From an optimization exercise on the open Yosys and OpenROAD flow, aimed at small area, a short achievable clock period and few clock cycles; shortcuts taken in it are not production practice.
No functional check of the RTL was part of any run shown here.
Power figures rest on the tool's default switching activity, not on a simulated workload.

<file path="design/flow/design.v">
package softmax_pkg;
  localparam int LANE_WIDTH = 16;
  localparam int LANES = 4;
  localparam int ADDR_WIDTH = 3;
  localparam int DEPTH = 2 ** ADDR_WIDTH;
  localparam int MAX_ROWS = DEPTH - 1;
  localparam int DIFF_WIDTH = LANE_WIDTH + 1;
  localparam int SUM_WIDTH = DIFF_WIDTH + 5;
  typedef logic signed [LANE_WIDTH-1:0] lane_t;
  typedef logic [LANES*LANE_WIDTH-1:0] row_t;
  typedef logic signed [DIFF_WIDTH-1:0] diff_t;
  typedef logic [LANES*DIFF_WIDTH-1:0] diff_row_t;
  typedef logic [ADDR_WIDTH-1:0] addr_t;
  typedef logic signed [SUM_WIDTH-1:0] sum_t;
  localparam lane_t LANE_MIN = {1'b1, {(LANE_WIDTH-1){1'b0}}};
endpackage
`timescale 1ns/10ps
module row_buffer (
  input  logic               clk,
  input  logic [softmax_pkg::MAX_ROWS-2:0] wr_slot,
  input  softmax_pkg::row_t  last_row,
  input  logic [softmax_pkg::MAX_ROWS-2:0] rd_slot,
  input  logic               rd_last,
  output softmax_pkg::row_t  rd_data
);
  localparam int RBITS = softmax_pkg::LANES * softmax_pkg::LANE_WIDTH;
  softmax_pkg::row_t mem [0:softmax_pkg::MAX_ROWS-2];
  always_ff @(posedge clk) begin
    for (int k = 0; k < softmax_pkg::MAX_ROWS-1; k++)
      if (wr_slot[k]) mem[k] <= last_row;
  end
  always_comb begin
    rd_data = last_row & {RBITS{rd_last}};
    for (int k = 0; k < softmax_pkg::MAX_ROWS-1; k++)
      rd_data = rd_data | (mem[k] & {RBITS{rd_slot[k]}});
  end
endmodule
`timescale 1ns/10ps
module row_fetch (
  input  logic               clk,
  input  logic               reset,
  input  logic               accept,
  input  softmax_pkg::addr_t start_addr,
  input  softmax_pkg::addr_t end_addr,
  input  softmax_pkg::row_t  wb_rdata,
  input  logic               wb_ack,
  output logic               wb_cyc,
  output logic               wb_stb,
  output softmax_pkg::addr_t wb_adr,
  output logic               take,
  output logic               take_last,
  output logic [softmax_pkg::MAX_ROWS-2:0] row_slot,
  output softmax_pkg::row_t  last_row
);
  softmax_pkg::addr_t end_r;
  softmax_pkg::addr_t next_adr;
  logic [softmax_pkg::ADDR_WIDTH-1:0] wcnt;
  assign next_adr  = wb_adr + 1'b1;
  assign take      = wb_stb && wb_ack;
  assign take_last = take && (next_adr == end_r);
  assign wb_cyc    = wb_stb;
  always_ff @(posedge clk) begin
    if (reset) begin
      wb_stb   <= 1'b0;
      row_slot <= '0;
    end else begin
      for (int k = 0; k < softmax_pkg::MAX_ROWS-1; k++)
        row_slot[k] <= take && (wcnt == k);
      if (accept) begin
        wb_stb <= (start_addr != end_addr);
      end else if (take_last) begin
        wb_stb <= 1'b0;
      end
    end
  end
  always_ff @(posedge clk) begin
    if (accept) begin
      wb_adr <= start_addr;
      end_r  <= end_addr;
      wcnt   <= '0;
    end else if (take) begin
      wb_adr <= next_adr;
      wcnt   <= wcnt + 1'b1;
    end
  end
  always_ff @(posedge clk) begin
    if (take) begin
      last_row <= wb_rdata;
    end
  end
endmodule
`timescale 1ns/10ps
module lane_ge (
  input  softmax_pkg::lane_t a,
  input  softmax_pkg::lane_t b,
  output logic               ge
);
  localparam int W = softmax_pkg::LANE_WIDTH;
  localparam int L = $clog2(W + 1);
  logic [W-1:0] ua;
  logic [W-1:0] nb;
  logic [W:0] g [0:L];
  logic [W:0] p [0:L];
  assign ua = {~a[W-1], a[W-2:0]};
  assign nb = ~{~b[W-1], b[W-2:0]};
  assign g[0] = {ua & nb, 1'b1};
  assign p[0] = {ua ^ nb, 1'b0};
  for (genvar l = 0; l < L; l++) begin : g_lvl
    for (genvar i = 0; i <= W; i++) begin : g_bit
      if (((i >> l) & 1) == 1) begin : g_merge
        localparam int J = ((i >> l) << l) - 1;
        assign g[l+1][i] = g[l][i] | (p[l][i] & g[l][J]);
        assign p[l+1][i] = p[l][i] & p[l][J];
      end else begin : g_pass
        assign g[l+1][i] = g[l][i];
        assign p[l+1][i] = p[l][i];
      end
    end
  end
  assign ge = g[L][W];
endmodule
module max_tree (
  input  logic               clk,
  input  logic               reset,
  input  logic               clear_max,
  input  logic               row_valid,
  input  softmax_pkg::row_t  row_data,
  output softmax_pkg::lane_t max_value
);
  localparam int C = softmax_pkg::LANES + 1;
  softmax_pkg::lane_t cand [0:C-1];
  logic [C*C-1:0] ge;
  logic [C-1:0] win;
  softmax_pkg::lane_t best;
  assign cand[0] = max_value;
  for (genvar i = 0; i < softmax_pkg::LANES; i++) begin : g_lane
    assign cand[i+1] = row_data[i*softmax_pkg::LANE_WIDTH +: softmax_pkg::LANE_WIDTH];
  end
  for (genvar i = 0; i < C; i++) begin : g_i
    for (genvar j = 0; j < C; j++) begin : g_j
      if (j > i) begin : g_cmp
        lane_ge u_ge (.a(cand[i]), .b(cand[j]), .ge(ge[i*C+j]));
      end else begin : g_none
        assign ge[i*C+j] = 1'b0;
      end
    end
  end
  always_comb begin
    for (int i = 0; i < C; i++) begin
      win[i] = 1'b1;
      for (int j = 0; j < C; j++) begin
        if (j > i) win[i] = win[i] & ge[i*C+j];
        if (j < i) win[i] = win[i] & !ge[j*C+i];
      end
    end
    best = '0;
    for (int i = 0; i < C; i++)
      best = best | (cand[i] & {softmax_pkg::LANE_WIDTH{win[i]}});
  end
  always_ff @(posedge clk) begin
    if (reset || clear_max) begin
      max_value <= softmax_pkg::LANE_MIN;
    end else if (row_valid) begin
      max_value <= best;
    end
  end
endmodule
`timescale 1ns/10ps
module pfx_add #(
  parameter int W = 16
) (
  input  logic [W-1:0] a,
  input  logic [W-1:0] b,
  input  logic         cin,
  output logic [W-1:0] s
);
  localparam int L = $clog2(W + 1);
  logic [W:0] g [0:L];
  logic [W:0] p [0:L];
  logic [W-1:0] h;
  assign h = a ^ b;
  assign g[0] = {a & b, cin};
  assign p[0] = {h, 1'b0};
  for (genvar l = 0; l < L; l++) begin : g_lvl
    for (genvar i = 0; i <= W; i++) begin : g_bit
      if (((i >> l) & 1) == 1) begin : g_merge
        localparam int J = ((i >> l) << l) - 1;
        assign g[l+1][i] = g[l][i] | (p[l][i] & g[l][J]);
        assign p[l+1][i] = p[l][i] & p[l][J];
      end else begin : g_pass
        assign g[l+1][i] = g[l][i];
        assign p[l+1][i] = p[l][i];
      end
    end
  end
  assign s = h ^ g[L][W-1:0];
endmodule
module max_subtract (
  input  logic                   clk,
  input  softmax_pkg::lane_t     max_value,
  input  softmax_pkg::row_t      rd_data,
  output softmax_pkg::diff_row_t out_row
);
  localparam int LW = softmax_pkg::LANE_WIDTH;
  localparam int DW = softmax_pkg::DIFF_WIDTH;
  softmax_pkg::diff_row_t diff_next;
  for (genvar i = 0; i < softmax_pkg::LANES; i++) begin : g_lane
    pfx_add #(.W(DW)) u_sub (
      .a   ({rd_data[i*LW + LW-1], rd_data[i*LW +: LW]}),
      .b   (~{max_value[LW-1], max_value}),
      .cin (1'b1),
      .s   (diff_next[i*DW +: DW])
    );
  end
  always_ff @(posedge clk) begin
    out_row <= diff_next;
  end
endmodule
`timescale 1ns/10ps
module sum_tree (
  input  logic               clk,
  input  logic               reset,
  input  logic               clear_sum,
  input  logic               row_valid,
  input  softmax_pkg::row_t  row_data,
  input  logic               load_m0,
  input  logic               load_m1,
  input  logic               direct_m,
  input  softmax_pkg::lane_t max_value,
  output softmax_pkg::sum_t  sum
);
  localparam int W  = softmax_pkg::SUM_WIDTH;
  localparam int LW = softmax_pkg::LANE_WIDTH;
  localparam int PW = LW + 3;
  logic [PW-1:0] pair0, pair1;
  logic [PW-1:0] pair0_next, pair1_next;
  logic [PW-1:0] nmax4;
  logic          pc0, pc1;
  logic [W-1:0]  op_a, op_b, op_c;
  logic [W-1:0]  t_s, t_c;
  logic [W-1:0]  sum_next;
  assign nmax4 = ~{max_value[LW-1], max_value[LW-1], max_value[LW-1:0], 2'b00};
  assign pair0_next = {{3{row_data[LW-1]}}, row_data[0 +: LW]} +
                      {{3{row_data[2*LW-1]}}, row_data[LW +: LW]};
  assign pair1_next = {{3{row_data[3*LW-1]}}, row_data[2*LW +: LW]} +
                      {{3{row_data[4*LW-1]}}, row_data[3*LW +: LW]};
  always_ff @(posedge clk) begin
    if (reset) begin
      pair0 <= '0;
      pair1 <= '0;
      pc0   <= 1'b0;
      pc1   <= 1'b0;
    end else begin
      pc0 <= !row_valid && load_m0;
      pc1 <= !row_valid && load_m1;
      if (row_valid) begin
        pair0 <= pair0_next;
        pair1 <= pair1_next;
      end else begin
        pair0 <= load_m0 ? nmax4 : '0;
        pair1 <= load_m1 ? nmax4 : '0;
      end
    end
  end
  assign op_a = direct_m ? {{(W-PW){nmax4[PW-1]}}, nmax4} : sum;
  assign op_b = {{(W-PW){pair0[PW-1]}}, pair0};
  assign op_c = {{(W-PW){pair1[PW-1]}}, pair1};
  assign t_s  = op_a ^ op_b ^ op_c;
  assign t_c  = {((op_a & op_b) | (op_a & op_c) | (op_b & op_c)), pc0 | direct_m};
  pfx_add #(.W(W)) u_acc (.a(t_s), .b(t_c), .cin(pc1), .s(sum_next));
  always_ff @(posedge clk) begin
    if (reset || clear_sum) begin
      sum <= '0;
    end else begin
      sum <= sum_next;
    end
  end
endmodule
`timescale 1ns/10ps
module softmax_ctrl (
  input  logic               clk,
  input  logic               reset,
  input  logic               start,
  input  softmax_pkg::addr_t start_addr,
  input  softmax_pkg::addr_t end_addr,
  input  logic               take_last,
  output logic               accept,
  output logic [softmax_pkg::MAX_ROWS-2:0] rd_slot,
  output logic               rd_last,
  output logic               load_m0,
  output logic               load_m1,
  output logic               direct_m,
  output logic               out_valid,
  output logic               busy,
  output logic               done
);
  localparam int R = softmax_pkg::MAX_ROWS;
  softmax_pkg::addr_t len;
  softmax_pkg::addr_t len_r;
  logic [R-1:0] last_sel;
  logic [R-1:0] rd_sel;
  logic [R-1:0] rd_sel_next;
  logic         out_pass;
  softmax_pkg::addr_t m_left;
  assign accept = start && !busy;
  assign len    = end_addr - start_addr;
  assign rd_sel_next = take_last ? {{(R-1){1'b0}}, 1'b1} : {rd_sel[R-2:0], 1'b0};
  assign load_m0 = (m_left != '0);
  assign load_m1 = (m_left[softmax_pkg::ADDR_WIDTH-1:1] != '0);
  always_ff @(posedge clk) begin
    if (reset) begin
      busy      <= 1'b0;
      done      <= 1'b0;
      out_pass  <= 1'b0;
      out_valid <= 1'b0;
      rd_slot   <= '0;
      rd_last   <= 1'b0;
      direct_m  <= 1'b0;
      m_left    <= '0;
    end else begin
      done      <= 1'b0;
      direct_m  <= 1'b0;
      out_valid <= out_pass;
      if (accept) begin
        if (start_addr == end_addr) begin
          done <= 1'b1;
        end else begin
          busy <= 1'b1;
        end
      end
      if (take_last) begin
        out_pass <= 1'b1;
        direct_m <= (len_r == 3'd1);
        m_left   <= (len_r == 3'd1) ? '0 : len_r;
      end else begin
        if (out_pass && rd_last) begin
          out_pass <= 1'b0;
          busy     <= 1'b0;
          done     <= 1'b1;
        end
        m_left <= load_m1 ? m_left - 2'd2 : '0;
      end
      if (take_last || out_pass) begin
        rd_slot <= rd_sel_next[R-2:0] & ~last_sel[R-2:0];
        rd_last <= (rd_sel_next & last_sel) != '0;
      end
    end
  end
  always_ff @(posedge clk) begin
    if (accept) begin
      len_r <= len;
      for (int k = 0; k < R; k++)
        last_sel[k] <= (len == k + 1);
    end
    if (take_last || out_pass) begin
      rd_sel <= rd_sel_next;
    end
  end
endmodule
`timescale 1ns/10ps
module softmax_top (
  input  logic                   clk,
  input  logic                   reset,
  input  logic                   start,
  input  softmax_pkg::addr_t     start_addr,
  input  softmax_pkg::addr_t     end_addr,
  output logic                   wb_cyc,
  output logic                   wb_stb,
  output softmax_pkg::addr_t     wb_adr,
  input  softmax_pkg::row_t      wb_rdata,
  input  logic                   wb_ack,
  output logic                   out_valid,
  output softmax_pkg::diff_row_t out_row,
  output softmax_pkg::sum_t      sum,
  output logic                   busy,
  output logic                   done
);
  logic  accept;
  logic  take;
  logic  take_last;
  logic [softmax_pkg::MAX_ROWS-2:0] row_slot;
  softmax_pkg::row_t  last_row;
  logic [softmax_pkg::MAX_ROWS-2:0] rd_slot;
  logic  rd_last;
  logic  load_m0;
  logic  load_m1;
  logic  direct_m;
  softmax_pkg::row_t  rd_data;
  softmax_pkg::lane_t max_value;
  softmax_ctrl u_ctrl (
    .clk        (clk),
    .reset      (reset),
    .start      (start),
    .start_addr (start_addr),
    .end_addr   (end_addr),
    .take_last  (take_last),
    .accept     (accept),
    .rd_slot    (rd_slot),
    .rd_last    (rd_last),
    .load_m0    (load_m0),
    .load_m1    (load_m1),
    .direct_m   (direct_m),
    .out_valid  (out_valid),
    .busy       (busy),
    .done       (done)
  );
  row_fetch u_fetch (
    .clk        (clk),
    .reset      (reset),
    .accept     (accept),
    .start_addr (start_addr),
    .end_addr   (end_addr),
    .wb_rdata   (wb_rdata),
    .wb_ack     (wb_ack),
    .wb_cyc     (wb_cyc),
    .wb_stb     (wb_stb),
    .wb_adr     (wb_adr),
    .take       (take),
    .take_last  (take_last),
    .row_slot   (row_slot),
    .last_row   (last_row)
  );
  row_buffer u_buffer (
    .clk      (clk),
    .wr_slot  (row_slot),
    .last_row (last_row),
    .rd_slot  (rd_slot),
    .rd_last  (rd_last),
    .rd_data  (rd_data)
  );
  max_tree u_max (
    .clk       (clk),
    .reset     (reset),
    .clear_max (done),
    .row_valid (take),
    .row_data  (wb_rdata),
    .max_value (max_value)
  );
  max_subtract u_sub (
    .clk       (clk),
    .max_value (max_value),
    .rd_data   (rd_data),
    .out_row   (out_row)
  );
  sum_tree u_sum (
    .clk       (clk),
    .reset     (reset),
    .clear_sum (accept),
    .row_valid (take),
    .row_data  (wb_rdata),
    .load_m0   (load_m0),
    .load_m1   (load_m1),
    .direct_m  (direct_m),
    .max_value (max_value),
    .sum       (sum)
  );
endmodule
</file>
<file path="design/flow/run.sh">
#!/bin/bash
# synth_recipe.tcl (not shown) runs the flow's synth.tcl, then flattens the netlist and writes it again
# the make line also repeats each setting of config.mk as NAME=value (left out here)
make -C /OpenROAD-flow-scripts/flow DESIGN_CONFIG=/design/flow/config.mk WORK_HOME=/design/flow/orfs CLKGATE_MAP_FILE= SYNTH_SCRIPT=/design/flow/synth_recipe.tcl finish
</file>
<file path="design/flow/config.mk">
export PLATFORM = sky130hd
export DESIGN_NAME = softmax_top
export DESIGN_NICKNAME = softmax_top
export VERILOG_FILES = /design/flow/design.v
export SDC_FILE = /design/flow/constraint.sdc
export NUM_CORES = 4
export LEC_CHECK = 0
export CAP_MARGIN = 20
export CORE_MARGIN = 2
export CORE_UTILIZATION = 40
export SLEW_MARGIN = 20
</file>
<file path="design/flow/constraint.sdc">
create_clock -name core_clock -period 5.5 [get_ports {clk}]
set_input_delay 1.1000 -clock core_clock [delete_from_list [all_inputs] [get_ports {clk}]]
set_output_delay 1.1000 -clock core_clock [all_outputs]
set_load 0.01 [all_outputs]
</file>
==> flow_metrics.env, run 1 <==
export IMPL_design_area_sq_um=35800
export IMPL_synth_fp_nets=2767
export IMPL_required_ns=6.06
export IMPL_synthDistinctLibCells=79
export IMPL_clkTransAtPathRegs_ns=0.06
export IMPL_finalNonFillerCells=3632
export IMPL_final_nets=2986
export IMPL_grtUsageTotal=0.2354
export IMPL_die_h_um=279.5
export IMPL_worst_setup_path_start_kind="flip-flop"
export IMPL_relSlewSlack=0.2956
export IMPL_htreeDepth=3
export IMPL_dp_hpwl_um=66110
export IMPL_clock_fmax_ghz=0.2139
export IMPL_drtIter0Drc=2012
export IMPL_slew_viol_final=0
export IMPL_netlist_area_sq_um=30350
export IMPL_grt_pass1_wl_um=136900
export IMPL_status="finished clean"
export IMPL_grt_pass1_vias=21280
export IMPL_dr_pass1_iters=6
export IMPL_vias_per_cell=5.771
export IMPL_yosys_register_bits=639
export IMPL_cts_tree="built"
export IMPL_final_cell_mix="edfxtp_1, ha_1, inv_1, clkdlybuf4s50_1, dfxtp_1"
export IMPL_final_util=0.4738
export IMPL_ir_worst_vdd_uv=210.3
export IMPL_cts_root_buf="clkbuf_16"
export IMPL_min_period_ns=4.674
export IMPL_hold_slack_ns=0.4841
export IMPL_cts_inserted_buffers=70
export IMPL_dp_cells=3501
export IMPL_hp_class="reg2reg"
export IMPL_route_detailed_drc=0
export IMPL_worst_slew_pin_slew_ns=1.055
export IMPL_postSynthCellCount=2376
export IMPL_num_rows=101
export IMPL_synth_flop_cell="edfxtp_1"
export IMPL_place_area_sq_um=33450
export IMPL_start_util=0.4017
export IMPL_antenna_found_initial=4
export IMPL_max_cap_violations=0
export IMPL_gp_congestion=0.9622
export IMPL_hold_buffers=0
export IMPL_ios=172
export IMPL_fillers=6649
export IMPL_wl_per_cell_um=25.49
export IMPL_finClkSkew_ns=0.02348
export IMPL_cts_repair_resized=0
export IMPL_power_leakage_nw=13.75
export IMPL_drt_total_wl_um=92580
export IMPL_vias=20960
export IMPL_ant_nets=0
export IMPL_clock_sinks=639
export IMPL_synth_edf_count=470
export IMPL_setup_tns_ns=0
export IMPL_insertion_delay_ns=0.62
export IMPL_finalHoldViolCount=0
export IMPL_end_kind="flip-flop"
export IMPL_area_growth_synth_to_final_pct=17.96
export IMPL_yosysWarnings=18
export IMPL_async_flop_share=0
export IMPL_chipWidth_um=279.5
export IMPL_p_per_area_nw_per_um2=357.9
export IMPL_drive_gt1_frac=0.07956
export IMPL_grt_ovfl_total=0
export IMPL_grt_setup_unrepaired="false"
export IMPL_layout_commonest_cell="edfxtp_1"
export IMPL_coreArea_sq_um=75570
export IMPL_fin_crit_sh=0.8498
export IMPL_worstSetupPathType="reg2reg"
export IMPL_worst_ep_arrival_time_ns=5.23
export IMPL_path_max_fanout=22
export IMPL_cts_setup_buffers=0
export IMPL_die_area_sq_um=78100
export IMPL_grt_max_degree=54
export IMPL_cts_buffer_depth=3
export IMPL_yosysSeqAreaShare=0.5764
export IMPL_syn_avg_cell_area_sq_um=12.77
export IMPL_setup_viol=0
export IMPL_numPortBuffers=171
## layer usage
layer  vias to the layer above  GRT usage  share of wire
li1                       9522          -              -
met1                     10440     0.3172           0.43
met2                       852     0.3905           0.48
met3                       144    0.03686          0.069
met4                         0    0.07459          0.027
met5                         -          0              0
## state kept, by name, summed over array words and instances (netlist names), 6 cells and up
| name | cells |
|---|---|
| u_ctrl.rd_sel | 6 |
| u_ctrl.last_sel | 7 |
| u_sum.pair0 | 18 |
| u_sum.sum | 22 |
| u_ctrl.rd_slot | 6 |
| u_buffer.mem | 384 |
| u_sub.out_row | 68 |
| u_fetch.last_row | 64 |
| u_sum.pair1 | 18 |
| u_max.max_value | 16 |
| u_fetch.row_slot | 6 |
## kinds of logic after synthesis
group           count (synthesis)  synth area share
fa+ha+maj                     317            0.1418
mux                            18          0.006059
compound gates                582            0.1402
xor+xnor                       77           0.02222
simple gates                  440           0.07474
flops                         639            0.5764
buf+inv                       303           0.03854
## report_power, final
group          internal [W]  total, W  switching (W)
Combinational       0.00107   0.00239        0.00132
Clock               0.00284   0.00480        0.00195
Sequential          0.00548   0.00563       0.000155
Total               0.00938    0.0128        0.00343
## synthesized netlist by cell type (5+ instances only)
cell type | instances | area [sq um]
a211oi_1 | 8 | 60.06
a21o_1 | 30 | 225.2
a21oi_1 | 103 | 515.5
a221o_1 | 20 | 200.2
a221oi_1 | 13 | 113.9
a222oi_1 | 64 | 640.6
a22oi_1 | 129 | 968.4
a31oi_1 | 15 | 93.84
and2_1 | 12 | 75.07
and3_1 | 21 | 131.4
and4_1 | 7 | 61.31
buf_1 | 14 | 52.55
clkbuf_1 | 62 | 232.7
dfxtp_1 | 169 | 3383
edfxtp_1 | 470 | 14110
fa_1 | 45 | 900.9
ha_1 | 272 | 3403
inv_1 | 220 | 825.8
mux2i_1 | 15 | 150.1
nand2_1 | 51 | 191.4
nand2b_1 | 23 | 143.9
nand3_1 | 80 | 400.4
nand4_1 | 11 | 68.82
nor2_1 | 106 | 397.9
nor2b_1 | 18 | 112.6
nor3_1 | 39 | 195.2
nor4_1 | 20 | 125.1
o2111ai_1 | 5 | 43.79
o211ai_1 | 21 | 157.7
o21a_1 | 22 | 165.2
o21ai_0 | 56 | 280.3
o21ai_1 | 6 | 30.03
o21bai_1 | 9 | 67.56
o221ai_1 | 7 | 61.31
o22ai_1 | 20 | 125.1
o31a_1 | 7 | 61.31
o31ai_1 | 7 | 52.55
or2_2 | 15 | 93.84
or3_1 | 16 | 100.1
or4_1 | 5 | 37.54
xnor2_1 | 51 | 446.7
xor2_1 | 26 | 227.7
## path summary, 6_finish.rpt
check	cells past startpoint	endpoint	from	slack (ns)
min reg2reg	1	u_ctrl.direct_m	u_ctrl.len_r[2]	0.48
min	1	u_ctrl.direct_m	u_ctrl.len_r[2]	0.48
max reg2reg	12	u_sum.sum[15]	u_ctrl.direct_m	0.83
max	12	u_sum.sum[15]	u_ctrl.direct_m	0.83
## layout make-up
class,count,area (sq um),area share
tap,978,1224,0.03418
clock inverter,36,444.2,0.01241
timing repair buffer,230,2192,0.06122
sequential,639,17510,0.4891
multi-input combinational,1434,11690,0.3266
inverter,220,825.8,0.02306
clock buffer,93,1907,0.05326
antenna,2,5.005,0.0001398
## critical path, stage by stage, from the launching register on
cell     delay [ns]
dfxtp_1        0.34
inv_1          0.77
mux2_2         0.44
fa_1           0.52
ha_1           0.33
a21o_1         0.18
a21oi_1        0.23
a21oi_1        0.19
o31ai_1        0.46
o21ai_0        0.33
a21oi_1        0.27
fa_1           0.44
nor2_1         0.10
## through the flow
step,total power [W],setup WS (ns)
2_1_floorplan,0.006942,0.6717
3_3_place_gp,0.008095,0.8891
3_5_place_dp,0.008135,0.7728
4_1_cts,0.01293,0.8582
5_1_grt,0.01333,0.5702
6_report,0.01281,0.8260
==> run 2: changes to the inputs <==
--- a/design/flow/config.mk
+++ b/design/flow/config.mk
@@ -8,4 +8,5 @@
 export CAP_MARGIN = 20
 export CORE_MARGIN = 2
 export CORE_UTILIZATION = 40
+export SETUP_SLACK_MARGIN = 3.0
 export SLEW_MARGIN = 20
==> run 2 against run 1 <==
- first-iteration DRC count grew 17%
- still clean on timing, DRC and antenna
- register-to-register slack better by 0.86 ns
- largest power group unchanged
- non-clock buffer count rose by 238
- critical path depth is 2 higher
- largest cell class unchanged
==> flow_metrics.env, run 2 <==
export IMPL_finClkSkew_ns=0.01858
export IMPL_synthTopCellsByArea="edfxtp_1, ha_1, dfxtp_1"
export IMPL_chipWidth_um=279.5
export IMPL_grt_ovfl_total=0
export IMPL_grt_max_degree=52
export IMPL_grt_pass1_vias=22570
export IMPL_synth_fp_nets=2767
export IMPL_synth_flop_cell="edfxtp_1"
export IMPL_synth_edf_count=470
export IMPL_grtUsageTotal=0.2555
export IMPL_hp_class="reg2reg"
export IMPL_cts_root_buf="clkbuf_16"
export IMPL_required_ns=6.06
export IMPL_ios=172
export IMPL_cts_inserted_buffers=70
export IMPL_netlist_area_sq_um=30350
export IMPL_cts_buffer_depth=3
export IMPL_largest_reg_flops=384
export IMPL_setup_viol=0
export IMPL_drive_gt1_frac=0.3273
export IMPL_async_flop_share=0
export IMPL_reg2reg_depth=14
export IMPL_startpoint="u_ctrl.rd_last"
export IMPL_worstReg2RegEnd="u_sub.out_row[49]"
export IMPL_dp_hpwl_um=67390
export IMPL_htreeDepth=3
export IMPL_worst_ep_arrival_time_ns=4.38
export IMPL_power_w=0.01398
export IMPL_max_cap_violations=0
export IMPL_setup_tns_ns=0
export IMPL_drt_total_wl_um=102000
export IMPL_power_leakage_nw=15.92
export IMPL_gp_congestion=0.9266
export IMPL_grtUsageMet2=0.4296
export IMPL_synth_top_area_cell="edfxtp_1"
export IMPL_slew_viol_final=0
export IMPL_clock_sinks=639
export IMPL_vias=22490
export IMPL_yosysSeqAreaShare=0.5764
export IMPL_yosysWarnings=18
export IMPL_numPortBuffers=171
export IMPL_grt_most_used_layer="met2"
export IMPL_drtIter0Drc=2353
export IMPL_final_cell_mix="edfxtp_1, ha_1, buf_4, inv_1, dfxtp_1"
export IMPL_final_util=0.5439
export IMPL_fin_crit_sh=0.6934
export IMPL_grt_pass1_wl_um=147500
export IMPL_met3_usage=0.03570
export IMPL_antenna_found_initial=2
export IMPL_min_from="u_fetch.wcnt[2]"
export IMPL_wl_per_cell_um=26.30
export IMPL_vias_per_cell=5.801
export IMPL_p_per_area_nw_per_um2=340.1
export IMPL_num_rows=101
export IMPL_top_register="u_buffer.mem"
export IMPL_synth_common_cells="edfxtp_1, ha_1, inv_1, dfxtp_1, a22oi_1"
export IMPL_cts_tree="built"
export IMPL_ant_nets=0
export IMPL_ir_worst_vdd_uv=232.5
export IMPL_layout_commonest_cell="edfxtp_1"
export IMPL_synthDistinctLibCells=79
export IMPL_postSynthCellCount=2376
export IMPL_die_h_um=279.5
export IMPL_clkTransAtPathRegs_ns=0.06
export IMPL_worst_slew_pin_slew_ns=1.124
export IMPL_endpoint="u_sub.out_row[49]"
export IMPL_grt_setup_unrepaired="true"
export IMPL_coreArea_sq_um=75570
export IMPL_worst_setup_path_start_kind="flip-flop"
export IMPL_synth_top_area_share=0.4650
export IMPL_end_kind="flip-flop"
export IMPL_start_util=0.4017
export IMPL_insertion_delay_ns=0.63
export IMPL_die_area_sq_um=78100
export IMPL_min_period_ns=3.814
export IMPL_final_nets=3229
export IMPL_syn_avg_cell_area_sq_um=12.77
export IMPL_r2r_slack_ns=1.69
export IMPL_synth_most_common_cell="edfxtp_1"
export IMPL_fillers=6126
export IMPL_clock_fmax_ghz=0.2622
export IMPL_r2r_start="u_ctrl.rd_last"
export IMPL_dr_pass1_iters=8
export IMPL_use_met1=0.3352
export IMPL_relSlewSlack=0.2504
export IMPL_finalHoldViolCount=0
export IMPL_yosys_register_bits=639
export IMPL_route_detailed_drc=0
export IMPL_status="finished clean"
export IMPL_area_growth_synth_to_final_pct=35.42
export IMPL_path_max_fanout=6
export IMPL_worstSetupPathType="reg2reg"
export IMPL_reg_largest_list="u_buffer.mem (384), u_sub.out_row (68), u_fetch.last_row (64)"
[run 2: changes by cell type in the layout (fill, tap and decap cells not counted), sizes merged, moves of 7 or more]
cell | before | now
buf | 59 | 347
clkbuf | 93 | 100
clkdlybuf4s15 | 0 | 7
clkdlybuf4s50 | 171 | 9
clkinvlp | 6 | 17
dlygate4sd2 | 0 | 98
inv | 225 | 214
[run 2: worst max-delay path, stage by stage (launching register included)]
cell and delay (ns):
dfxtp_4 0.36, buf_12 0.14, buf_4 0.14, buf_8 0.13, a222oi_1 0.33, nand3_1 0.18
ha_4 0.26, o21a_1 0.14, o21ai_2 0.24, a21oi_4 0.13, a221o_1 0.38, o211a_1 0.27
o31a_1 0.27, or2_4 0.26, fa_2 0.52
[run 2: how the worst min path moves through the flow]
stage / endpoint / cells past startpoint
finish: u_fetch.row_slot[5] / 1
global route: u_fetch.row_slot[4] / 1
CTS: u_fetch.row_slot[5] / 1
detailed placement: u_fetch.row_slot[5] / 1
global placement: u_fetch.wcnt[1] / 2
floorplan: u_ctrl.direct_m / 1
[run 2: where the power goes]
part	internal, W	switching, W	total [W]
Sequential	0.00547	0.000151	0.00562
Combinational	0.00160	0.00169	0.00328
Clock	0.00306	0.00202	0.00508
[run 2: what timing repair did]
item                       4_1_cts  5_1_grt
gates resized for setup        819      230
cloned                           6        0
hold buffers                     0        0
pin swaps                      180      151
setup endpoints to repair      218      135
buffers inserted               171       65
[run 2: area by class of cell]
cell class,instances,area [sq um],area share
Timing Repair Buffer,468,4378,0.1065
Inverter,220,988.4,0.02405
Tap cell,978,1224,0.02977
Timing Repair inverter,2,17.52,0.0004262
Sequential cell,639,17570,0.4276
Clock inverter,36,480.5,0.01169
Multi-Input combinational cell,1437,14410,0.3505
Clock buffer,94,2029,0.04937
Antenna cell,2,5.005,0.0001218
[run 2: cells by family (layout without fill, tap and decap cells)]
group	Yosys count	in the layout	share of synthesized area
fa+ha+maj	317	317	0.1418
other cells	0	2	0
compound gates	582	583	0.1402
xor+xnor	77	77	0.02222
flops	639	639	0.5764
mux	18	18	0.006059
simple gates	440	442	0.07474
buf+inv	303	820	0.03854
[run 2: per-layer routing]
layer,vias to the layer above,wire length (um)
li1,10030,-
met1,11290,41490
met2,965,49830
met3,204,6770
met4,0,3861
met5,-,0
[run 2: stage by stage]
stage,setup slack [ns],instances,cell area [sq um],hold WS (ns)
4_1_cts,1.754,3809,39650,0.5012
6_report,1.686,3876,41100,0.5012
3_5_place_dp,0.7737,3502,34070,0.4925
5_1_grt,1.570,3875,41100,0.5291
2_1_floorplan,2.151,2376,31090,0.4321
3_3_place_gp,0.7849,3502,34070,0.4779
==> run 3: changes to the inputs <==
--- a/design/flow/design.v
+++ b/design/flow/design.v
@@ -17,23 +17,32 @@
 `timescale 1ns/10ps
 module row_buffer (
   input  logic               clk,
-  input  logic [softmax_pkg::MAX_ROWS-2:0] wr_slot,
-  input  softmax_pkg::row_t  last_row,
+  input  logic               take,
+  input  logic [softmax_pkg::MAX_ROWS-1:0] row_idx,
+  input  softmax_pkg::row_t  wb_rdata,
+  input  logic               advance,
   input  logic [softmax_pkg::MAX_ROWS-2:0] rd_slot,
-  input  logic               rd_last,
-  output softmax_pkg::row_t  rd_data
+  output softmax_pkg::row_t  head
 );
   localparam int RBITS = softmax_pkg::LANES * softmax_pkg::LANE_WIDTH;
   softmax_pkg::row_t mem [0:softmax_pkg::MAX_ROWS-2];
+  softmax_pkg::row_t rd_data;
   always_ff @(posedge clk) begin
     for (int k = 0; k < softmax_pkg::MAX_ROWS-1; k++)
-      if (wr_slot[k]) mem[k] <= last_row;
+      if (take && row_idx[k+1]) mem[k] <= wb_rdata;
   end
   always_comb begin
-    rd_data = last_row & {RBITS{rd_last}};
+    rd_data = '0;
     for (int k = 0; k < softmax_pkg::MAX_ROWS-1; k++)
       rd_data = rd_data | (mem[k] & {RBITS{rd_slot[k]}});
   end
+  always_ff @(posedge clk) begin
+    if (advance) begin
+      head <= rd_data;
+    end else if (take && row_idx[0]) begin
+      head <= wb_rdata;
+    end
+  end
 endmodule
 `timescale 1ns/10ps
 module row_fetch (
@@ -42,50 +51,37 @@
   input  logic               accept,
   input  softmax_pkg::addr_t start_addr,
   input  softmax_pkg::addr_t end_addr,
-  input  softmax_pkg::row_t  wb_rdata,
   input  logic               wb_ack,
   output logic               wb_cyc,
   output logic               wb_stb,
   output softmax_pkg::addr_t wb_adr,
   output logic               take,
   output logic               take_last,
-  output logic [softmax_pkg::MAX_ROWS-2:0] row_slot,
-  output softmax_pkg::row_t  last_row
+  output logic [softmax_pkg::MAX_ROWS-1:0] row_idx
 );
   softmax_pkg::addr_t end_r;
   softmax_pkg::addr_t next_adr;
-  logic [softmax_pkg::ADDR_WIDTH-1:0] wcnt;
   assign next_adr  = wb_adr + 1'b1;
   assign take      = wb_stb && wb_ack;
   assign take_last = take && (next_adr == end_r);
   assign wb_cyc    = wb_stb;
   always_ff @(posedge clk) begin
     if (reset) begin
-      wb_stb   <= 1'b0;
-      row_slot <= '0;
-    end else begin
-      for (int k = 0; k < softmax_pkg::MAX_ROWS-1; k++)
-        row_slot[k] <= take && (wcnt == k);
-      if (accept) begin
-        wb_stb <= (start_addr != end_addr);
-      end else if (take_last) begin
-        wb_stb <= 1'b0;
-      end
+      wb_stb <= 1'b0;
+    end else if (accept) begin
+      wb_stb <= (start_addr != end_addr);
+    end else if (take_last) begin
+      wb_stb <= 1'b0;
     end
   end
   always_ff @(posedge clk) begin
     if (accept) begin
-      wb_adr <= start_addr;
-      end_r  <= end_addr;
-      wcnt   <= '0;
+      wb_adr  <= start_addr;
+      end_r   <= end_addr;
+      row_idx <= {{(softmax_pkg::MAX_ROWS-1){1'b0}}, 1'b1};
     end else if (take) begin
-      wb_adr <= next_adr;
-      wcnt   <= wcnt + 1'b1;
-    end
-  end
-  always_ff @(posedge clk) begin
-    if (take) begin
-      last_row <= wb_rdata;
+      wb_adr  <= next_adr;
+      row_idx <= {row_idx[softmax_pkg::MAX_ROWS-2:0], 1'b0};
     end
   end
 endmodule
@@ -285,8 +281,8 @@
   input  softmax_pkg::addr_t end_addr,
   input  logic               take_last,
   output logic               accept,
+  output logic               advance,
   output logic [softmax_pkg::MAX_ROWS-2:0] rd_slot,
-  output logic               rd_last,
   output logic               load_m0,
   output logic               load_m1,
   output logic               direct_m,
@@ -297,30 +293,24 @@
   localparam int R = softmax_pkg::MAX_ROWS;
   softmax_pkg::addr_t len;
   softmax_pkg::addr_t len_r;
-  logic [R-1:0] last_sel;
-  logic [R-1:0] rd_sel;
-  logic [R-1:0] rd_sel_next;
-  logic         out_pass;
+  softmax_pkg::addr_t rows_left;
   softmax_pkg::addr_t m_left;
-  assign accept = start && !busy;
-  assign len    = end_addr - start_addr;
-  assign rd_sel_next = take_last ? {{(R-1){1'b0}}, 1'b1} : {rd_sel[R-2:0], 1'b0};
+  assign accept  = start && !busy;
+  assign len     = end_addr - start_addr;
   assign load_m0 = (m_left != '0);
   assign load_m1 = (m_left[softmax_pkg::ADDR_WIDTH-1:1] != '0);
   always_ff @(posedge clk) begin
     if (reset) begin
       busy      <= 1'b0;
       done      <= 1'b0;
-      out_pass  <= 1'b0;
+      advance   <= 1'b0;
       out_valid <= 1'b0;
-      rd_slot   <= '0;
-      rd_last   <= 1'b0;
       direct_m  <= 1'b0;
       m_left    <= '0;
     end else begin
       done      <= 1'b0;
       direct_m  <= 1'b0;
-      out_valid <= out_pass;
+      out_valid <= advance;
       if (accept) begin
         if (start_addr == end_addr) begin
           done <= 1'b1;
@@ -329,31 +319,29 @@
         end
       end
       if (take_last) begin
-        out_pass <= 1'b1;
+        advance  <= 1'b1;
         direct_m <= (len_r == 3'd1);
         m_left   <= (len_r == 3'd1) ? '0 : len_r;
       end else begin
-        if (out_pass && rd_last) begin
-          out_pass <= 1'b0;
-          busy     <= 1'b0;
-          done     <= 1'b1;
+        if (advance && rows_left == '0) begin
+          advance <= 1'b0;
+          busy    <= 1'b0;
+          done    <= 1'b1;
         end
         m_left <= load_m1 ? m_left - 2'd2 : '0;
       end
-      if (take_last || out_pass) begin
-        rd_slot <= rd_sel_next[R-2:0] & ~last_sel[R-2:0];
-        rd_last <= (rd_sel_next & last_sel) != '0;
-      end
     end
   end
   always_ff @(posedge clk) begin
     if (accept) begin
       len_r <= len;
-      for (int k = 0; k < R; k++)
-        last_sel[k] <= (len == k + 1);
     end
-    if (take_last || out_pass) begin
-      rd_sel <= rd_sel_next;
+    if (take_last) begin
+      rows_left <= len_r - 1'b1;
+      rd_slot   <= {{(R-2){1'b0}}, 1'b1};
+    end else if (advance) begin
+      rows_left <= rows_left - 1'b1;
+      rd_slot   <= {rd_slot[R-3:0], 1'b0};
     end
   end
 endmodule
@@ -378,14 +366,13 @@
   logic  accept;
   logic  take;
   logic  take_last;
-  logic [softmax_pkg::MAX_ROWS-2:0] row_slot;
-  softmax_pkg::row_t  last_row;
+  logic [softmax_pkg::MAX_ROWS-1:0] row_idx;
+  logic  advance;
   logic [softmax_pkg::MAX_ROWS-2:0] rd_slot;
-  logic  rd_last;
   logic  load_m0;
   logic  load_m1;
   logic  direct_m;
-  softmax_pkg::row_t  rd_data;
+  softmax_pkg::row_t  head;
   softmax_pkg::lane_t max_value;
   softmax_ctrl u_ctrl (
     .clk        (clk),
@@ -395,8 +382,8 @@
     .end_addr   (end_addr),
     .take_last  (take_last),
     .accept     (accept),
+    .advance    (advance),
     .rd_slot    (rd_slot),
-    .rd_last    (rd_last),
     .load_m0    (load_m0),
     .load_m1    (load_m1),
     .direct_m   (direct_m),
@@ -410,23 +397,22 @@
     .accept     (accept),
     .start_addr (start_addr),
     .end_addr   (end_addr),
-    .wb_rdata   (wb_rdata),
     .wb_ack     (wb_ack),
     .wb_cyc     (wb_cyc),
     .wb_stb     (wb_stb),
     .wb_adr     (wb_adr),
     .take       (take),
     .take_last  (take_last),
-    .row_slot   (row_slot),
-    .last_row   (last_row)
+    .row_idx    (row_idx)
   );
   row_buffer u_buffer (
     .clk      (clk),
-    .wr_slot  (row_slot),
-    .last_row (last_row),
+    .take     (take),
+    .row_idx  (row_idx),
+    .wb_rdata (wb_rdata),
+    .advance  (advance),
     .rd_slot  (rd_slot),
-    .rd_last  (rd_last),
-    .rd_data  (rd_data)
+    .head     (head)
   );
   max_tree u_max (
     .clk       (clk),
@@ -439,7 +425,7 @@
   max_subtract u_sub (
     .clk       (clk),
     .max_value (max_value),
-    .rd_data   (rd_data),
+    .rd_data   (head),
     .out_row   (out_row)
   );
   sum_tree u_sum (
==> run 3 against run 2 <==
- global-route usage up 2.0 points
- critical path depth down 3
- sequential share of layout area up 0.065 points
- via count up 4.9%
- wire length up 8.6%
- fmax up 19%
- worst hold slack worse by 0.027 ns
- synthesized cell count up 5.0%
- die area up 0.61%
- count of clock-buffer cells in the layout unchanged
- critical path type is now in2reg
==> flow_metrics.env, run 3 <==
export IMPL_place_area_sq_um=34400
export IMPL_critPathSlowestCell="nor4_4"
export IMPL_worst_setup_path_start_kind="input pin"
export IMPL_path_max_fanout=13
export IMPL_wl_per_cell_um=27.77
export IMPL_coreArea_sq_um=75820
export IMPL_min_period_ns=3.210
export IMPL_synth_top_area_share=0.4523
export IMPL_worst_ep_arrival_time_ns=3.77
export IMPL_area_growth_synth_to_final_pct=31.41
export IMPL_synthTopCellsByArea="edfxtp_1, ha_1, dfxtp_1"
export IMPL_slowest_delay_ns=0.48
export IMPL_finalHoldViolCount=0
export IMPL_num_rows=101
export IMPL_drive_gt1_frac=0.2720
export IMPL_netlist_area_sq_um=30540
export IMPL_r2r_start="u_max.max_value[8]"
export IMPL_yosysWarnings=18
export IMPL_finalNonFillerCells=3986
export IMPL_drt_total_wl_um=110700
export IMPL_required_ns=6.06
export IMPL_fillers=6377
export IMPL_chipWidth_um=280.3
export IMPL_largest_reg_flops=384
export IMPL_grt_max_degree=68
export IMPL_r2r_slack_ns=2.34
export IMPL_dp_cells=3647
export IMPL_cts_root_buf="clkbuf_16"
export IMPL_clock_sinks=626
export IMPL_clkTransAtPathRegs_ns=0.06
export IMPL_async_flop_share=0
export IMPL_syn_avg_cell_area_sq_um=12.24
export IMPL_cts_buffer_depth=3
export IMPL_hold_depth=1
export IMPL_fin_crit_sh=0.5836
export IMPL_synth_most_common_cell="edfxtp_1"
export IMPL_clock_fmax_ghz=0.3115
export IMPL_vias_per_cell=5.916
export IMPL_setup_viol=0
export IMPL_htreeDepth=3
export IMPL_grt_setup_unrepaired="true"
export IMPL_yosysSeqAreaShare=0.5611
export IMPL_postSynthCellCount=2495
export IMPL_reg_largest_list="u_buffer.mem (384), u_sub.out_row (68), u_buffer.head (64)"
export IMPL_gp_congestion=0.9434
export IMPL_min_to="u_fetch.row_idx[0]"
export IMPL_power_leakage_nw=15.80
export IMPL_layout_commonest_cell="edfxtp_1"
export IMPL_dr_pass1_iters=6
export IMPL_grt_ovfl_total=0
export IMPL_relSlewSlack=0.4319
export IMPL_synth_flop_cell="edfxtp_1"
export IMPL_route_detailed_drc=0
export IMPL_design_area_sq_um=40130
export IMPL_startpoint="wb_rdata[9]"
export IMPL_drtIter0Drc=2631
export IMPL_synthDistinctLibCells=73
export IMPL_grt_pass1_wl_um=156900
export IMPL_start_util=0.4028
export IMPL_cts_inserted_buffers=70
export IMPL_synth_top_area_cell="edfxtp_1"
export IMPL_slew_viol_final=0
export IMPL_end_kind="flip-flop"
export IMPL_final_util=0.5293
export IMPL_top_register="u_buffer.mem"
export IMPL_worstReg2RegEnd="u_sum.sum[21]"
export IMPL_max_cap_violations=0
export IMPL_crit_chain="buf_2 > ha_4 > inv_2 > o31ai_1 > a211o_1 > a211oi_2 > o211ai_1 > nor4_4 > buf_6 > a32oi_1 > nand3_1"
export IMPL_vias=23580
export IMPL_final_cell_mix="edfxtp_1, buf_4, ha_1, a22oi_1, inv_1"
export IMPL_setup_tns_ns=0
export IMPL_antenna_found_initial=3
export IMPL_min_from="u_fetch.row_idx[0]"
export IMPL_cts_tree="built"
export IMPL_hp_class="reg2reg"
export IMPL_insertion_delay_ns=0.63
export IMPL_ant_nets=0
export IMPL_ir_worst_vdd_uv=257.3
export IMPL_synth_common_cells="edfxtp_1, ha_1, inv_1, a22oi_1, nor2_1"
export IMPL_die_h_um=280.3
export IMPL_worstSetupPathType="in2reg"
export IMPL_hold_buffers=0
export IMPL_grt_pass1_vias=23310
export IMPL_reg2reg_depth=12
export IMPL_die_area_sq_um=78580
export IMPL_ios=172
export IMPL_dp_hpwl_um=69150
export IMPL_final_nets=3339
export IMPL_worst_slew_pin_slew_ns=0.8521
export IMPL_yosys_register_bits=626
export IMPL_synth_edf_count=460
export IMPL_p_per_area_nw_per_um2=331.8
export IMPL_numPortBuffers=171
export IMPL_status="finished clean"
export IMPL_synth_fp_nets=2885
export IMPL_finClkSkew_ns=0.03329
export IMPL_grtUsageTotal=0.2750
-- run 3: changes by cell type after synthesis, moves of 25 or more --
| cell | before | now |
|---|---|---|
| a22oi_1 | 129 | 193 |
| nand3_1 | 80 | 31 |
| nor2_1 | 106 | 171 |
| a41oi_1 | 2 | 64 |
| a32oi_1 | 0 | 25 |
| a222oi_1 | 64 | 0 |
| nand2_1 | 51 | 87 |
-- run 3: worst max path at each step --
stage                                      to  slack (ns)  depth (start not counted)
after floorplan           u_max.max_value[10]        2.13                         11
after global routing       u_max.max_value[3]        2.25                         12
final                      u_max.max_value[0]        2.29                         11
after CTS                 u_max.max_value[11]        2.32                         14
after global placement     u_max.max_value[7]        0.84                         10
after detailed placement   u_max.max_value[3]        0.90                         10
-- run 3: layout make-up --
type | count | area [sq um] | area share
clock inverters | 36 | 385.4 | 0.009603
repair buffers | 461 | 4126 | 0.1028
clock buffers | 94 | 1946 | 0.04848
inverters | 239 | 1036 | 0.02581
well taps | 978 | 1224 | 0.03049
multi-input cells | 1546 | 14190 | 0.3535
repair inverters | 5 | 38.79 | 0.0009665
diodes | 1 | 2.502 | 0.00006235
flip-flops and latches | 626 | 17190 | 0.4282
-- run 3: routing by layer --
layer | up-vias | track usage | wire length (um) | share of wire
met5 | - | 0 | 27 | 0.00024
met4 | 4 | 0.1390 | 6007 | 0.054
met3 | 279 | 0.04447 | 9000 | 0.081
met2 | 1135 | 0.4321 | 50150 | 0.45
met1 | 11840 | 0.3688 | 45500 | 0.41
li1 | 10330 | - | - | -
-- run 3: per-stage QoR --
stage                     power, W  worst slack, ns  hold WS (ns)
after detailed placement  0.008271           0.9007        0.4412
after floorplan           0.007022            2.128        0.4264
after CTS                  0.01319            2.317        0.4756
after global routing       0.01377            2.252        0.4972
final                      0.01331            2.290        0.4745
after global placement    0.008223           0.8379        0.4326
-- run 3: worst max-delay path: cells and delay by family --
kind / cells / cell delay (ns)
AO/OA/AOI/OAI: 5 / 1.03
adder cells (fa/ha/maj): 1 / 0.31
AND/OR/NAND/NOR: 2 / 0.61
buffers and inverters: 3 / 0.70
-- run 3: where the power goes --
part           internal [W]  total [W]  switching [W]  leakage (nW)
clock               0.00276    0.00475        0.00199          1.12
sequential          0.00527    0.00550       0.000225          5.53
combinational       0.00117    0.00307        0.00190          9.15
-- run 3: cells by family (layout without fill, tap and decap cells) --
group / after synthesis / count (layout) / synth area share
compound gates: 667 / 668 / 0.1543
xor+xnor: 72 / 72 / 0.02065
fa+ha+maj: 316 / 316 / 0.1405
buf+inv: 327 / 835 / 0.04085
flops: 626 / 626 / 0.5611
mux: 30 / 30 / 0.009955
other cells: 0 / 1 / 0
simple gates: 457 / 460 / 0.07264
-- run 3: what timing repair did --
action / in CTS / in global routing
setup endpoints to repair: 573 / 144
gates resized for setup: 658 / 160
pin swaps: 146 / 113
setup buffers: 148 / 48
cloned: 10 / 2
==> run 4: changes to the inputs <==
--- a/design/flow/design.v
+++ b/design/flow/design.v
@@ -162,35 +162,6 @@
   end
 endmodule
 `timescale 1ns/10ps
-module pfx_add #(
-  parameter int W = 16
-) (
-  input  logic [W-1:0] a,
-  input  logic [W-1:0] b,
-  input  logic         cin,
-  output logic [W-1:0] s
-);
-  localparam int L = $clog2(W + 1);
-  logic [W:0] g [0:L];
-  logic [W:0] p [0:L];
-  logic [W-1:0] h;
-  assign h = a ^ b;
-  assign g[0] = {a & b, cin};
-  assign p[0] = {h, 1'b0};
-  for (genvar l = 0; l < L; l++) begin : g_lvl
-    for (genvar i = 0; i <= W; i++) begin : g_bit
-      if (((i >> l) & 1) == 1) begin : g_merge
-        localparam int J = ((i >> l) << l) - 1;
-        assign g[l+1][i] = g[l][i] | (p[l][i] & g[l][J]);
-        assign p[l+1][i] = p[l][i] & p[l][J];
-      end else begin : g_pass
-        assign g[l+1][i] = g[l][i];
-        assign p[l+1][i] = p[l][i];
-      end
-    end
-  end
-  assign s = h ^ g[L][W-1:0];
-endmodule
 module max_subtract (
   input  logic                   clk,
   input  softmax_pkg::lane_t     max_value,
@@ -201,12 +172,8 @@
   localparam int DW = softmax_pkg::DIFF_WIDTH;
   softmax_pkg::diff_row_t diff_next;
   for (genvar i = 0; i < softmax_pkg::LANES; i++) begin : g_lane
-    pfx_add #(.W(DW)) u_sub (
-      .a   ({rd_data[i*LW + LW-1], rd_data[i*LW +: LW]}),
-      .b   (~{max_value[LW-1], max_value}),
-      .cin (1'b1),
-      .s   (diff_next[i*DW +: DW])
-    );
+    assign diff_next[i*DW +: DW] =
+      {rd_data[i*LW + LW-1], rd_data[i*LW +: LW]} - {max_value[LW-1], max_value};
   end
   always_ff @(posedge clk) begin
     out_row <= diff_next;
==> run 4 against run 3 <==
- the flow now stops in Yosys front end
==> flow_metrics.env, run 4 <==
export IMPL_status="aborted with a tool error"
export IMPL_haltStage="Yosys front end"
export IMPL_tool_error="ERROR: Module `\\pfx_add' referenced in module `\\sum_tree' in cell `\\u_acc' is not part of the design."
export IMPL_yosysWarnings=0
==> run 5: changes to the inputs <==
--- a/design/flow/config.mk
+++ b/design/flow/config.mk
@@ -5,6 +5,7 @@
 export SDC_FILE = /design/flow/constraint.sdc
 export NUM_CORES = 4
 export LEC_CHECK = 0
+export ABC_AREA = 1
 export CAP_MARGIN = 20
 export CORE_MARGIN = 2
 export CORE_UTILIZATION = 40
==> run 5 against run 4 <==
- the flow again stops in Yosys front end
==> flow_metrics.env, run 5 <==
export IMPL_status="aborted with a tool error"
export IMPL_haltStage="Yosys front end"
export IMPL_tool_error="ERROR: Module `\\pfx_add' referenced in module `\\sum_tree' in cell `\\u_acc' is not part of the design."
export IMPL_yosysWarnings=0
==> run 6: changes to the inputs <==
--- a/design/flow/design.v
+++ b/design/flow/design.v
@@ -200,7 +200,6 @@
   logic [PW-1:0] nmax4;
   logic          pc0, pc1;
   logic [W-1:0]  op_a, op_b, op_c;
-  logic [W-1:0]  t_s, t_c;
   logic [W-1:0]  sum_next;
   assign nmax4 = ~{max_value[LW-1], max_value[LW-1], max_value[LW-1:0], 2'b00};
   assign pair0_next = {{3{row_data[LW-1]}}, row_data[0 +: LW]} +
@@ -228,9 +227,7 @@
   assign op_a = direct_m ? {{(W-PW){nmax4[PW-1]}}, nmax4} : sum;
   assign op_b = {{(W-PW){pair0[PW-1]}}, pair0};
   assign op_c = {{(W-PW){pair1[PW-1]}}, pair1};
-  assign t_s  = op_a ^ op_b ^ op_c;
-  assign t_c  = {((op_a & op_b) | (op_a & op_c) | (op_b & op_c)), pc0 | direct_m};
-  pfx_add #(.W(W)) u_acc (.a(t_s), .b(t_c), .cin(pc1), .s(sum_next));
+  assign sum_next = op_a + op_b + op_c + (pc0 | direct_m) + pc1;
   always_ff @(posedge clk) begin
     if (reset || clear_sum) begin
       sum <= '0;
--- a/design/flow/config.mk
+++ b/design/flow/config.mk
@@ -5,7 +5,6 @@
 export SDC_FILE = /design/flow/constraint.sdc
 export NUM_CORES = 4
 export LEC_CHECK = 0
-export ABC_AREA = 1
 export CAP_MARGIN = 20
 export CORE_MARGIN = 2
 export CORE_UTILIZATION = 40
==> run 6 against run 5 <==
- now clean on timing, DRC and antenna
==> flow_metrics.env, run 6 <==
export IMPL_p_seq_frac=0.426
export IMPL_syn_avg_cell_area_sq_um=12.08
export IMPL_route_detailed_drc=0
export IMPL_crit_family="adder cells"
export IMPL_synth_top_area_cell="edfxtp_1"
export IMPL_worst_setup_path_start_kind="flip-flop"
export IMPL_p_per_area_nw_per_um2=335.9
export IMPL_numPortBuffers=171
export IMPL_synth_common_cells="edfxtp_1, ha_1, inv_1, a22oi_1, nor2_1"
export IMPL_insertion_delay_ns=0.63
export IMPL_use_met1=0.3431
export IMPL_startpoint="u_ctrl.direct_m"
export IMPL_vias=23240
export IMPL_synth_edf_count=460
export IMPL_path_max_fanout=6
export IMPL_crit_chain="nor2_4 > fa_1 > inv_2 > fa_2 > buf_6 > fa_2 > a21oi_4 > o211a_1 > o211ai_1 > nand3_1 > nand3_2 > o211ai_1 > a31oi_2 > xnor2_1 > nor2_1"
export IMPL_worstSetupPathType="reg2reg"
export IMPL_drt_total_wl_um=104000
export IMPL_fin_crit_sh=0.6467
export IMPL_yosysSeqAreaShare=0.5587
export IMPL_final_cell_mix="edfxtp_1, ha_1, a22oi_1, inv_1, buf_4"
export IMPL_reg_largest_list="u_buffer.mem (384), u_sub.out_row (68), u_buffer.head (64)"
export IMPL_netlist_area_sq_um=30670
export IMPL_worst_ep_arrival_time_ns=4.07
export IMPL_start_util=0.4038
export IMPL_num_rows=101
export IMPL_end_kind="flip-flop"
export IMPL_endpoint="u_sum.sum[20]"
export IMPL_power_frac_comb=0.203
export IMPL_setup_tns_ns=0
export IMPL_finalHoldViolCount=0
export IMPL_synth_top_area_share=0.4504
export IMPL_multi_input_area_sq_um=14500
export IMPL_slowest_delay_ns=0.53
export IMPL_slew_viol_final=0
export IMPL_synth_fp_nets=2918
export IMPL_worst_slew_pin_slew_ns=1.105
export IMPL_die_h_um=280.9
export IMPL_yosys_register_bits=626
export IMPL_wl_per_cell_um=25.82
export IMPL_regArea_sq_um=17190
export IMPL_min_period_ns=3.557
export IMPL_grt_most_used_layer="met2"
export IMPL_hp_class="reg2reg"
export IMPL_synth_most_common_cell="edfxtp_1"
export IMPL_power_switching_w=0.004045
export IMPL_fillers=6467
export IMPL_area_growth_synth_to_final_pct=30.74
export IMPL_largest_reg_flops=384
export IMPL_finClkSkew_ns=0.02223
export IMPL_postSynthCellCount=2539
export IMPL_met3_usage=0.03832
export IMPL_grt_ovfl_total=0
export IMPL_relSlewSlack=0.2633
export IMPL_place_area_sq_um=34370
export IMPL_grt_setup_unrepaired="true"
export IMPL_clkPwrFrac=0.371
export IMPL_cts_inserted_buffers=71
export IMPL_max_cap_violations=0
export IMPL_ir_worst_vdd_uv=280.0
export IMPL_gp_congestion=0.9149
export IMPL_r2r_start="u_ctrl.direct_m"
export IMPL_grt_pass1_vias=22820
export IMPL_r2r_slack_ns=1.94
export IMPL_async_flop_share=0
export IMPL_cts_buffer_depth=3
export IMPL_grtUsageMet2=0.4234
export IMPL_clock_sinks=626
export IMPL_clock_fmax_ghz=0.2811
export IMPL_synthDistinctLibCells=76
export IMPL_grt_pass1_wl_um=149200
export IMPL_cts_tree="built"
export IMPL_vias_per_cell=5.773
export IMPL_top_register="u_buffer.mem"
export IMPL_required_ns=6.01
export IMPL_synth_flop_cell="edfxtp_1"
export IMPL_reg2reg_depth=15
export IMPL_chipWidth_um=280.9
export IMPL_power_w=0.01347
export IMPL_htreeDepth=3
export IMPL_yosysWarnings=12
export IMPL_layout_commonest_cell="edfxtp_1"
export IMPL_grtUsageTotal=0.2578
export IMPL_ios=172
export IMPL_synthTopCellsByArea="edfxtp_1, ha_1, dfxtp_1"
export IMPL_internal_power_w=0.009426
export IMPL_die_area_sq_um=78910
export IMPL_swShare=0.3003
export IMPL_ant_nets=0
export IMPL_worst_path_stages=15
export IMPL_status="finished clean"
export IMPL_timing_critical_path_buf_inv=2
export IMPL_drtIter0Drc=2059
export IMPL_dr_pass1_iters=5
export IMPL_setup_viol=0
export IMPL_cts_root_buf="clkbuf_16"
export IMPL_grt_max_degree=73
export IMPL_critPathSlowestCell="fa_1"
export IMPL_antenna_found_initial=9
export IMPL_design_area_sq_um=40100
export IMPL_clkTransAtPathRegs_ns=0.06
export IMPL_worstReg2RegEnd="u_sum.sum[20]"
export IMPL_power_leakage_nw=15.62
export IMPL_hold_buffers=0
export IMPL_coreArea_sq_um=75950
export IMPL_final_nets=3318
export IMPL_dp_hpwl_um=64510
export IMPL_drive_gt1_frac=0.2531
[run 6: power by group through the flow]
stage	Clock (W)	Combinational, W	Sequential, W
2_1_floorplan	0	0.00158	0.00548
3_3_place_gp	0	0.00233	0.00584
3_5_place_dp	0	0.00237	0.00584
4_1_cts	0.00507	0.00255	0.00573
5_1_grt	0.00527	0.00295	0.00575
6_report	0.00499	0.00274	0.00574
[run 6: final cells by class]
| type | count | area share |
|---|---|---|
| sequential | 626 | 0.4287 |
| timing repair inverter | 4 | 0.0007488 |
| clock inverter | 44 | 0.01179 |
| inverter | 219 | 0.02440 |
| tap | 1030 | 0.03214 |
| antenna | 1 | 0.00006240 |
| timing repair buffer | 404 | 0.09108 |
| clock buffer | 85 | 0.04955 |
| multi-input combinational | 1613 | 0.3615 |
[run 6: how the worst min path moves through the flow]
stage                        from            endpoint  slack [ns]  depth (start not counted)
3_5_place_dp   u_fetch.row_idx[0]  u_fetch.row_idx[0]        0.46                          1
2_1_floorplan  u_fetch.row_idx[0]  u_fetch.row_idx[0]        0.43                          1
3_3_place_gp   u_fetch.row_idx[0]  u_fetch.row_idx[0]        0.44                          1
6_report       u_fetch.row_idx[0]  u_fetch.row_idx[0]        0.48                          1
4_1_cts        u_fetch.row_idx[0]  u_fetch.row_idx[0]        0.49                          1
5_1_grt        u_fetch.row_idx[0]  u_fetch.row_idx[0]        0.50                          1
[run 6: timing repair]
action                     in CTS  in global routing
setup endpoints to repair     388                113
pin swaps                     153                132
resized for setup             617                231
buffers inserted              108                 58
cloned                          7                  4
[run 6: stage by stage]
step	setup WS, ns	instances	util	hold WS (ns)
6_report	1.943	4026	0.5280	0.4825
5_1_grt	1.766	4026	0.5280	0.5025
4_1_cts	2.043	3963	0.5113	0.4899
3_5_place_dp	0.6975	3719	0.4525	0.4563
3_3_place_gp	0.6398	3719	0.4525	0.4355
2_1_floorplan	2.129	2539	-	0.4264
[run 6: kinds of logic (layout without fill, tap and decap cells)]
logic type               after synthesis  count (layout)  share of synthesized area
flip-flops                           626             626                     0.5587
AO/OA/AOI/OAI                        682             682                     0.1584
multiplexers                          23              23                   0.007587
buffers and inverters                304             756                    0.03765
other                                  0               1                          0
XOR/XNOR                              90              90                    0.02570
AND/OR/NAND/NOR                      509             513                    0.08024
adder cells (fa/ha/maj)              305             305                     0.1318
[run 6: routing by layer]
| layer | part of all wire | vias up |
|---|---|---|
| met5 | 0.00099 | - |
| met4 | 0.037 | 16 |
| met3 | 0.066 | 179 |
| met2 | 0.47 | 881 |
| met1 | 0.42 | 11720 |
| li1 | - | 10450 |
==> run 7: changes to the inputs <==
--- a/design/flow/config.mk
+++ b/design/flow/config.mk
@@ -5,6 +5,7 @@
 export SDC_FILE = /design/flow/constraint.sdc
 export NUM_CORES = 4
 export LEC_CHECK = 0
+export ABC_AREA = 1
 export CAP_MARGIN = 20
 export CORE_MARGIN = 2
 export CORE_UTILIZATION = 40
==> run 7 against run 6 <==
- sequential cell count unchanged
- critical endpoint is now u_sum.sum[14]
- largest power group unchanged
- non-clock buffer count increased by 28
- sequential power decreased by 6.1%
- setup slack improved by 0.57 ns
- sequential share of layout area decreased by 1.2 points
- count of clock-buffer cells in the layout decreased by 4
==> flow_metrics.env, run 7 <==
export IMPL_clock_fmax_ghz=0.3350
export IMPL_synth_fp_nets=3440
export IMPL_required_ns=5.97
export IMPL_die_h_um=285.0
export IMPL_numPortBuffers=171
export IMPL_path_max_fanout=4
export IMPL_gp_congestion=0.9789
export IMPL_synth_flop_cell="edfxtp_1"
export IMPL_min_period_ns=2.985
export IMPL_synth_common_cells="nand2_1, edfxtp_1, inv_1, ha_1, a21oi_1"
export IMPL_yosysSeqAreaShare=0.5425
export IMPL_wl_per_cell_um=23.36
export IMPL_route_detailed_drc=0
export IMPL_synth_most_common_cell="nand2_1"
export IMPL_worst_ep_arrival_time_ns=3.45
export IMPL_drive_gt1_frac=0.2452
export IMPL_syn_avg_cell_area_sq_um=10.32
export IMPL_drt_total_wl_um=107200
export IMPL_end_kind="flip-flop"
export IMPL_pre_cts_slack_ns=1.123
export IMPL_final_nets=3860
export IMPL_top_register="u_buffer.mem"
export IMPL_relSlewSlack=0.3588
export IMPL_power_leakage_nw=16.67
export IMPL_finalHoldViolCount=0
export IMPL_finClkSkew_ns=0.03637
export IMPL_ir_worst_vdd_uv=276.4
export IMPL_p_per_area_nw_per_um2=310.4
export IMPL_hold_slack_ns=0.4515
export IMPL_power_w=0.01278
export IMPL_dp_hpwl_um=70080
export IMPL_clkTransAtPathRegs_ns=0.05
export IMPL_grt_pass1_vias=23970
export IMPL_async_flop_share=0
export IMPL_setup_tns_ns=0
export IMPL_fin_crit_sh=0.5427
export IMPL_synth_top_area_cell="edfxtp_1"
export IMPL_coreArea_sq_um=78610
export IMPL_netlist_area_sq_um=31590
export IMPL_vias_per_cell=5.479
export IMPL_synthTopCellsByArea="edfxtp_1, ha_1, dfxtp_1"
export IMPL_cts_inserted_buffers=69
export IMPL_synthDistinctLibCells=51
export IMPL_grtUsageTotal=0.2552
export IMPL_ios=172
export IMPL_cts_root_buf="clkbuf_16"
export IMPL_start_util=0.4018
export IMPL_worstSetupPathType="reg2reg"
export IMPL_worst_setup_path_start_kind="flip-flop"
export IMPL_dr_pass1_iters=7
export IMPL_layout_commonest_cell="nand2_1"
export IMPL_postSynthCellCount=3061
export IMPL_setup_viol=0
export IMPL_synth_edf_count=460
export IMPL_yosysWarnings=12
export IMPL_worst_slew_pin_slew_ns=0.9618
export IMPL_insertion_delay_ns=0.64
export IMPL_area_growth_synth_to_final_pct=30.34
export IMPL_hp_class="reg2reg"
export IMPL_htreeDepth=3
export IMPL_grt_setup_unrepaired="true"
export IMPL_chipWidth_um=285.0
export IMPL_synth_top_area_share=0.4373
export IMPL_antenna_found_initial=7
export IMPL_drtIter0Drc=2283
export IMPL_max_cap_violations=0
export IMPL_cts_buffer_depth=3
export IMPL_status="finished clean"
export IMPL_final_cell_mix="nand2_1, edfxtp_1, inv_1, a21oi_1, ha_1"
export IMPL_largest_reg_flops=384
export IMPL_grt_ovfl_total=0
export IMPL_fin_ws_ns=2.515
export IMPL_clock_sinks=626
export IMPL_die_area_sq_um=81230
export IMPL_grt_pass1_wl_um=153600
export IMPL_cts_tree="built"
export IMPL_slew_viol_final=0
export IMPL_yosys_register_bits=626
export IMPL_ant_nets=0
export IMPL_vias=25140
export IMPL_reg_largest_list="u_buffer.mem (384), u_sub.out_row (68), u_buffer.head (64)"
export IMPL_num_rows=103
export IMPL_grt_max_degree=74
-- run 7: cell count changes after synthesis, moves of 63 or more --
cell / change
nand3_1: +68
a22oi_1: -130
inv_1: +154
nand2_1: +551
a41oi_1: -63
a21oi_1: +136
-- run 7: logic make-up after synthesis --
logic type,count (synthesis),synth area share
xor+xnor,76,0.02107
flops,626,0.5425
buf+inv,462,0.05894
fa+ha+maj,305,0.1279
compound gates,588,0.1128
simple gates,1003,0.1365
mux,1,0.0003169
-- run 7: worst max-delay path: stages, from the launching register on --
cell     delay [ns]
dfxtp_4        0.36
buf_12         0.13
nor2_4         0.04
fa_1           0.51
inv_2          0.04
fa_2           0.39
fa_2           0.36
nand3_2        0.07
nand2_2        0.06
inv_2          0.09
nor2_4         0.04
nor2_4         0.10
o21ai_2        0.07
nand2_1        0.08
nand2_2        0.06
a21o_1         0.19
xor2_1         0.16
inv_1          0.05
nor2_1         0.03
-- run 7: per-layer routing --
layer / share of wire / global-route usage
met5: 0.00036 / 0
met2: 0.44 / 0.4005
met3: 0.090 / 0.04920
met4: 0.050 / 0.1153
met1: 0.42 / 0.3430
-- run 7: per-stage QoR --
step	std cells	instance area (sq um)	util
final	4588	41170	0.5237
after detailed placement	4258	35130	0.4468
after CTS	4528	39500	0.5025
after global placement	4258	35130	0.4468
after global routing	4587	41170	0.5237
after floorplan	3061	32070	-
-- run 7: worst paths after layout --
path / startpoint / end / slack [ns] / cells past startpoint
worst max register to register: u_ctrl.direct_m / u_sum.sum[14] / 2.52 / 18
worst max-delay path: u_ctrl.direct_m / u_sum.sum[14] / 2.52 / 18
worst min-delay path: u_fetch.row_idx[0] / u_fetch.row_idx[0] / 0.45 / 2
worst min register to register: u_fetch.row_idx[0] / u_fetch.row_idx[0] / 0.45 / 2
-- run 7: where the power goes --
part	leakage, nW	switching, W	internal (W)	total (W)
clock	1.13	0.00198	0.00274	0.00472
sequential	5.53	0.000140	0.00525	0.00539
combinational	10.0	0.00165	0.00102	0.00267
-- run 7: repair_timing --
item,CTS,global route
hold buffers,0,0
gates resized for setup,560,389
pin swaps,81,175
endpoints found under the setup margin,442,120
buffers inserted,142,51
gates cloned,2,7
-- run 7: final cells by class --
type	count	area, sq um
Antenna cell	2	5.005
Clock buffer	81	1823
Multi-Input combinational cell	1974	14700
Sequential cell	626	17180
Inverter	377	1539
Tap cell	1050	1314
Clock inverter	45	486.7
Timing Repair inverter	1	8.758
Fill cell	6909	37440
Timing Repair Buffer	432	4123

-- separate check: timing with driven ports --
In the flow no input, the clock included, has a driving cell. The finished layouts below were timed again as built, in two steps.
Step 1 (the two cells are an assumption about what drives the block):
set clk [get_ports {clk}]
set_driving_cell -lib_cell sky130_fd_sc_hd__clkbuf_16 $clk
set_driving_cell -lib_cell sky130_fd_sc_hd__buf_2 [delete_from_list [all_inputs] $clk]
Step 2, shift: input delay + t, output delay - t, t = (earliest + latest rising clock arrival at the registers) / 2. This alone moves slack from input paths to output paths.
Slacks: ideal ports / drivers / drivers and shift; pairs: ideal ports / drivers.
run	shift t [ns]	slack for setup (ns)	hold WS [ns]	worst slew at a driven data input, ns
run 1	0.670	0.826 / 0.826 / 0.667	0.484 / 0.484 / 0.484	0.09
run 2	0.680	1.686 / 1.686 / 1.686	0.501 / 0.501 / 0.501	0.17
run 3	0.684	2.290 / 2.308 / 1.623	0.474 / 0.474 / 0.474	0.15
run 6	0.686	1.943 / 1.943 / 1.507	0.483 / 0.483 / 0.483	0.13
run 7	0.694	2.515 / 2.515 / 2.051	0.452 / 0.452 / 0.452	0.10
After both steps every run listed still meets setup and hold. The setup slack of run 3, which loses most, moves by +0.018 ns with the drivers and by -0.667 ns with both steps.
